Source: an optimization exercise on an open RTL-to-GDS flow (aim: small area). Production flows keep margins and buffers that such runs may drop. Only simulation tests tie the RTL to the original design; equivalence was not proved. No activity file was given, so power comes from the tool's default toggle rates.

==> job 2548 <==
==> flow/design.v <==
package register_file_mp_pkg;
    localparam int rf_nregs_t = 32;
    localparam int RF_WIDTH   = 32;
    typedef logic [$clog2(rf_nregs_t)-1:0] regbits_t;
    typedef logic [RF_WIDTH-1:0]           word_t;
endpackage
module rf_pre2n (
    input  logic       en, dis,
    input  logic [1:0] a,
    output logic [3:0] yn
);
    always_comb
        for (int k = 0; k < 4; k++)
            yn[k] = !(en && !dis && a == 2'(k));
endmodule
module rf_pre2nd (
    input  logic       dis,
    input  logic [1:0] a,
    output logic [3:0] yn
);
    always_comb
        for (int k = 0; k < 4; k++)
            yn[k] = !(!dis && a == 2'(k));
endmodule
module rf_pre2p (
    input  logic       en, dis,
    input  logic [1:0] a,
    output logic [3:0] y
);
    always_comb
        for (int k = 0; k < 4; k++)
            y[k] = en && !dis && a == 2'(k);
endmodule
module rf_pre2 (
    input  logic [1:0] a,
    output logic [3:0] y
);
    always_comb
        for (int k = 0; k < 4; k++)
            y[k] = a == 2'(k);
endmodule
module rf_pre3n (
    input  logic [2:0] a,
    output logic [7:0] yn
);
    always_comb
        for (int k = 0; k < 8; k++)
            yn[k] = a != 3'(k);
endmodule
module rf_pre3p (
    input  logic [2:0] a,
    output logic [7:0] y
);
    always_comb
        for (int k = 0; k < 8; k++)
            y[k] = a == 3'(k);
endmodule
module rf_dec_nor (
    input  logic [3:0]  lon,
    input  logic [7:0]  hin,
    output logic [31:1] y
);
    for (genvar r = 1; r < 32; r++) begin : g_r
        rf_nor2 u (.a(lon[r % 4]), .b(hin[r / 4]), .y(y[r]));
    end
endmodule
module rf_dec_nand (
    input  logic [3:0]  lo,
    input  logic [7:0]  hi,
    output logic [31:1] yn
);
    for (genvar r = 1; r < 32; r++) begin : g_r
        rf_nand2 u (.a(lo[r % 4]), .b(hi[r / 4]), .y(yn[r]));
    end
endmodule
module rf_nhold (
    input  logic rst, a0n, w1n,
    output logic y
);
    assign y = rst | !a0n | !w1n;
endmodule
module rf_ns0 (
    input  logic a0n, w1n,
    output logic y
);
    assign y = a0n | !w1n;
endmodule
module rf_bypass (
    input  logic [1:0] wen,
    input  logic [9:0] wsel,
    input  logic [4:0] sel,
    output logic       b0, b1, nbp
);
    always_comb begin
        b1  = sel != 5'd0 && wen[1] && wsel[9:5] == sel;
        b0  = sel != 5'd0 && wen[0] && wsel[4:0] == sel && !b1;
        nbp = !(b0 | b1);
    end
endmodule
module rf_rdsel (
    input  logic [1:0]   wen,
    input  logic [9:0]   wsel,
    input  logic [4:0]   sel,
    output logic [31:1]  sn,
    output logic         b0, b1, nbp
);
    logic [3:0] lo;
    logic [7:0] hi;
    rf_bypass   u_bp (.wen(wen), .wsel(wsel), .sel(sel), .b0(b0), .b1(b1), .nbp(nbp));
    rf_pre2     u_lo (.a(sel[1:0]), .y(lo));
    rf_pre3p    u_hi (.a(sel[4:2]), .y(hi));
    rf_dec_nand u_d  (.lo(lo), .hi(hi), .yn(sn));
endmodule
module rf_ctrl (
    input  logic         RST,
    input  logic [1:0]   wen,
    input  logic [9:0]   wsel,
    input  logic         rsv_en,
    input  logic [4:0]   rsv_sel,
    input  logic [31:1]  nbusy,
    output logic [31:1]  hn,
    output logic [31:1]  ns0,
    output logic [31:1]  ns1,
    output logic [31:1]  nbusy_next
);
    logic [3:0]  lo0, lo1, lor;
    logic [7:0]  hi0, hi1, hir;
    logic [31:1] a0n, rvn;
    rf_pre2p u_l0 (.en(wen[0]), .dis(RST), .a(wsel[1:0]), .y(lo0));
    rf_pre3p u_h0 (.a(wsel[4:2]), .y(hi0));
    rf_dec_nand u_d0 (.lo(lo0), .hi(hi0), .yn(a0n));
    rf_pre2p u_l1 (.en(wen[1]), .dis(RST), .a(wsel[6:5]), .y(lo1));
    rf_pre3p u_h1 (.a(wsel[9:7]), .y(hi1));
    rf_dec_nand u_d1 (.lo(lo1), .hi(hi1), .yn(ns1));
    rf_pre2p u_lr (.en(rsv_en), .dis(RST), .a(rsv_sel[1:0]), .y(lor));
    rf_pre3p u_hr (.a(rsv_sel[4:2]), .y(hir));
    rf_dec_nand u_dr (.lo(lor), .hi(hir), .yn(rvn));
    for (genvar r = 1; r < 32; r++) begin : g_r
        rf_ns0   u_s0 (.a0n(a0n[r]), .w1n(ns1[r]), .y(ns0[r]));
        rf_nhold u_hn (.rst(RST), .a0n(a0n[r]), .w1n(ns1[r]), .y(hn[r]));
        rf_o21a  u_bn (.a1(nbusy[r]), .a2(hn[r]), .b1(rvn[r]), .y(nbusy_next[r]));
    end
endmodule
module rf_popcnt (
    input  logic [31:1] a,
    output logic [4:0]  n
);
    logic [1:0] p3 [8];
    logic [2:0] p7 [4];
    logic [3:0] p15 [2];
    for (genvar k = 0; k < 8; k++) begin : g3
        rf_fa u (.a(a[4*k+1]), .b(a[4*k+2]), .c(a[4*k+3]), .s(p3[k][0]), .co(p3[k][1]));
    end
    for (genvar k = 0; k < 4; k++) begin : g7
        rf_add #(.N(2)) u (.a(p3[2*k]), .b(p3[2*k+1]), .ci(a[8*k+4]), .s(p7[k]));
    end
    for (genvar k = 0; k < 2; k++) begin : g15
        rf_add #(.N(3)) u (.a(p7[2*k]), .b(p7[2*k+1]), .ci(a[16*k+8]), .s(p15[k]));
    end
    rf_add #(.N(4)) u31 (.a(p15[0]), .b(p15[1]), .ci(a[16]), .s(n));
endmodule
module rf_o21a (
    input  logic a1, a2, b1,
    output logic y
);
    assign y = (a1 | a2) & b1;
endmodule
module rf_o22ai (
    input  logic a1, a2, b1, b2,
    output logic y
);
    assign y = ~((a1 | a2) & (b1 | b2));
endmodule
module rf_o22a (
    input  logic a1, a2, b1, b2,
    output logic y
);
    assign y = (a1 | a2) & (b1 | b2);
endmodule
module rf_a22o (
    input  logic a1, a2, b1, b2,
    output logic y
);
    assign y = (a1 & a2) | (b1 & b2);
endmodule
module rf_or4 (
    input  logic [3:0] a,
    output logic       y
);
    assign y = |a;
endmodule
module rf_a21o (
    input  logic a1, a2, b1,
    output logic y
);
    assign y = (a1 & a2) | b1;
endmodule
module rf_and2 (
    input  logic a, b,
    output logic y
);
    assign y = a & b;
endmodule
module rf_or2 (
    input  logic a, b,
    output logic y
);
    assign y = a | b;
endmodule
module rf_inv (
    input  logic a,
    output logic y
);
    assign y = ~a;
endmodule
module rf_nand2 (
    input  logic a, b,
    output logic y
);
    assign y = ~(a & b);
endmodule
module rf_nor2 (
    input  logic a, b,
    output logic y
);
    assign y = ~(a | b);
endmodule
module rf_rdbit (
    input  logic [30:0] sn,
    input  logic [30:0] nq,
    input  logic        b0, b1, nbp, w0, w1,
    output logic        y
);
    logic [15:0] g;
    logic [3:0]  h;
    logic        bp, hh;
    for (genvar k = 0; k < 15; k++) begin : g_o
        rf_o22ai u (.a1(sn[2*k]), .a2(nq[2*k]), .b1(sn[2*k+1]), .b2(nq[2*k+1]), .y(g[k]));
    end
    rf_nor2 u_l (.a(sn[30]), .b(nq[30]), .y(g[15]));
    for (genvar k = 0; k < 4; k++) begin : g_n
        rf_or4 u (.a(g[4*k +: 4]), .y(h[k]));
    end
    rf_a22o u_bp (.a1(b0), .a2(w0), .b1(b1), .b2(w1), .y(bp));
    rf_or4  u_h  (.a(h), .y(hh));
    rf_a21o u_y  (.a1(hh), .a2(nbp), .b1(bp), .y(y));
endmodule
module rf_rdbusy (
    input  logic [30:0] sn,
    input  logic [30:0] nb,
    input  logic        nbp,
    output logic        y
);
    logic [15:0] g;
    logic [3:0]  m;
    logic        any;
    for (genvar k = 0; k < 15; k++) begin : g_o
        rf_o22ai u (.a1(sn[2*k]), .a2(nb[2*k]), .b1(sn[2*k+1]), .b2(nb[2*k+1]), .y(g[k]));
    end
    rf_nor2 u_l (.a(sn[30]), .b(nb[30]), .y(g[15]));
    for (genvar k = 0; k < 4; k++) begin : g_n
        rf_or4 u (.a(g[4*k +: 4]), .y(m[k]));
    end
    rf_or4  u_o (.a(m), .y(any));
    rf_and2 u_y (.a(any), .b(nbp), .y(y));
endmodule
module rf_fa (
    input  logic a, b, c,
    output logic s, co
);
    assign {co, s} = a + b + c;
endmodule
module rf_add #(
    parameter int N = 2
) (
    input  logic [N-1:0] a, b,
    input  logic         ci,
    output logic [N:0]   s
);
    logic [N:0] c;
    assign c[0] = ci;
    for (genvar k = 0; k < N; k++) begin : g_k
        if (k == N - 1) begin : g_last
            rf_fa u (.a(a[k]), .b(b[k]), .c(c[k]), .s(s[k]), .co(s[N]));
        end else begin : g_mid
            rf_fa u (.a(a[k]), .b(b[k]), .c(c[k]), .s(s[k]), .co(c[k+1]));
        end
    end
endmodule
module rf_top (
    input  logic         CLK,
    input  logic         RST,
    input  logic [1:0]   wen,
    input  logic [9:0]   wsel,
    input  logic [63:0]  wdat,
    input  logic [9:0]   rsel,
    output logic [63:0]  rdat,
    output logic [1:0]   rbusy,
    input  logic         rsv_en,
    input  logic [4:0]   rsv_sel,
    output logic [5:0]   busy_cnt
);
    logic [31:0] nq [1:31];
    logic [31:0] t  [1:31];
    logic [31:0] d  [1:31];
    logic [63:0] nwdat;
    logic [31:1] nbusy, nbusy_next;
    logic [31:1] hn, ns0, ns1;
    logic [31:1] sn0, sn1;
    logic        b00, b01, b10, b11, nbp0, nbp1;
    logic [4:0]  nfree;
    rf_ctrl u_ctrl (
        .RST(RST), .wen(wen), .wsel(wsel), .rsv_en(rsv_en), .rsv_sel(rsv_sel),
        .nbusy(nbusy), .hn(hn), .ns0(ns0), .ns1(ns1), .nbusy_next(nbusy_next)
    );
    rf_rdsel u_rs0 (.wen(wen), .wsel(wsel), .sel(rsel[4:0]), .sn(sn0), .b0(b00), .b1(b01),
                     .nbp(nbp0));
    rf_rdsel u_rs1 (.wen(wen), .wsel(wsel), .sel(rsel[9:5]), .sn(sn1), .b0(b10), .b1(b11),
                     .nbp(nbp1));
    for (genvar b = 0; b < 64; b++) begin : g_nw
        rf_inv u (.a(wdat[b]), .y(nwdat[b]));
    end
    for (genvar r = 1; r < 32; r++) begin : g_r
        for (genvar b = 0; b < 32; b++) begin : g_b
            rf_o22a u_w (.a1(nq[r][b]), .a2(hn[r]), .b1(nwdat[b]), .b2(ns0[r]), .y(t[r][b]));
            rf_o21a u_d (.a1(nwdat[32+b]), .a2(ns1[r]), .b1(t[r][b]), .y(d[r][b]));
        end
    end
    always_ff @(posedge CLK) begin
        for (int r = 1; r < 32; r++)
            nq[r] <= d[r];
    end
    for (genvar b = 0; b < 32; b++) begin : g_rd
        logic [30:0] v;
        for (genvar r = 1; r < 32; r++) begin : g_v
            assign v[r-1] = nq[r][b];
        end
        rf_rdbit u_p0 (.sn(sn0), .nq(v), .b0(b00), .b1(b01), .nbp(nbp0), .w0(wdat[b]), .w1(wdat[32+b]),
                       .y(rdat[b]));
        rf_rdbit u_p1 (.sn(sn1), .nq(v), .b0(b10), .b1(b11), .nbp(nbp1), .w0(wdat[b]), .w1(wdat[32+b]),
                       .y(rdat[32+b]));
    end
    rf_rdbusy u_b0 (.sn(sn0), .nb(nbusy), .nbp(nbp0), .y(rbusy[0]));
    rf_rdbusy u_b1 (.sn(sn1), .nb(nbusy), .nbp(nbp1), .y(rbusy[1]));
    rf_popcnt u_cnt (.a(nbusy_next), .n(nfree));
    always_ff @(posedge CLK) begin
        nbusy    <= nbusy_next;
        busy_cnt <= {1'b0, ~nfree};
    end
endmodule
==> flow/run.sh <==
#!/bin/bash
# synth_recipe.tcl (not shown) runs the flow's synth.tcl, then flattens the netlist and writes it again
# the make line also repeats each setting of config.mk as NAME=value (left out here)
make -C /OpenROAD-flow-scripts/flow DESIGN_CONFIG=/design/flow/config.mk WORK_HOME=/design/flow/orfs CLKGATE_MAP_FILE= SYNTH_SCRIPT=/design/flow/synth_recipe.tcl finish
==> flow/config.mk <==
export PLATFORM = sky130hd
export DESIGN_NAME = rf_top
export DESIGN_NICKNAME = rf_top
export VERILOG_FILES = /design/flow/design.v
export SDC_FILE = /design/flow/constraint.sdc
export NUM_CORES = 4
export LEC_CHECK = 0
export CAP_MARGIN = 20
export CORE_MARGIN = 2
export CORE_UTILIZATION = 35
export PLACE_DENSITY = 0.5
export SLEW_MARGIN = 20
export SYNTH_HIERARCHICAL = 1
==> flow/constraint.sdc <==
create_clock -name core_clock -period 6.5 [get_ports {CLK}]
set_input_delay 1.3000 -clock core_clock [delete_from_list [all_inputs] [get_ports {CLK}]]
set_output_delay 1.3000 -clock core_clock [all_outputs]
set_load 0.01 [all_outputs]
==> inputs of job 7177, as changes to job 2548 <==
==> flow/flow/run.sh (new file) <==
#!/bin/bash
# The standard layout, with three changes: the port buffers are plain buf_2
# cells instead of the delay cells buffer_ports picks by default, clock tree
# synthesis adds no dummy loads, and its sink clusters may be somewhat larger
# (up to 24 flip-flops within 120 um). Everything else is standard.sh.
set -euo pipefail
export BUFFER_PORTS_ARGS="-buffer_cell sky130_fd_sc_hd__buf_2"
export CTS_ARGS="-sink_clustering_enable -repair_clock_nets -dont_use_dummy_load -sink_clustering_size 24 -sink_clustering_max_diameter 120"
bash standard.sh > standard.log 2>&1
==> flow/standard.sh (new file) <==
#!/bin/bash
# synth_recipe.tcl (not shown) runs the flow's synth.tcl, then flattens the netlist and writes it again
# the make line also repeats each setting of config.mk as NAME=value (left out here)
make -C /OpenROAD-flow-scripts/flow DESIGN_CONFIG=/design/flow/config.mk WORK_HOME=/design/flow/orfs CLKGATE_MAP_FILE= SYNTH_SCRIPT=/design/flow/synth_recipe.tcl "${@:-finish}"
--- a/flow/config.mk
+++ b/flow/config.mk
@@ -7,3 +7,3 @@
 export LEC_CHECK = 0
-export CAP_MARGIN = 20
+export CAP_MARGIN = 5
 export CORE_MARGIN = 2
@@ -11,3 +11,3 @@
 export PLACE_DENSITY = 0.5
-export SLEW_MARGIN = 20
+export SLEW_MARGIN = 5
 export SYNTH_HIERARCHICAL = 1
removed: flow/run.sh
==> run summary <==
In job 2548 the clock power is higher than in job 7177, by 94%. Of job 2548 and job 7177, job 2548 has the higher cell area (gap 8.7%, measured against job 7177). Of job 7177 and job 2548, job 7177 has the higher worst hold slack (gap 7.2 ps). In sequential cell count, job 7177 and job 2548 do not differ. Between job 2548 and job 7177, the lower maximum frequency is in job 2548 (gap about 6%, measured against job 7177). Routed wire length: job 7177 is smaller than job 2548 (about 4%).

-- separate check: timing with driven ports --
How much do the figures lean on ideal ports? The routed layouts below were timed once more, with nothing changed but the port constraints. Step 1: set_driving_cell puts a clkbuf_16 on CLK and a buf_2 on each other input, an assumption about the parent block. Step 2 also shifts input and output timing later by t, the mid clock arrival at the registers, as if the neighbouring blocks saw the same clock. a / b / c = ideal / step 1 / step 2; a / b = the first two.
run	t, ns	setup slack, ns	worst hold slack (ns)	worst register clock-pin slew, ns
job 2548	0.830	0.212 / 0.168 / -0.158	0.556 / 0.556 / 0.556	0.07 / 0.07
job 7177	0.768	0.586 / 0.567 / 0.277	0.563 / 0.563 / 0.563	0.11 / 0.11
Met with ideal ports but missed after step 2: setup timing in job 2548. For job 2548, which loses most, drivers alone change the setup slack by -0.044 ns; drivers and shift together by -0.370 ns.
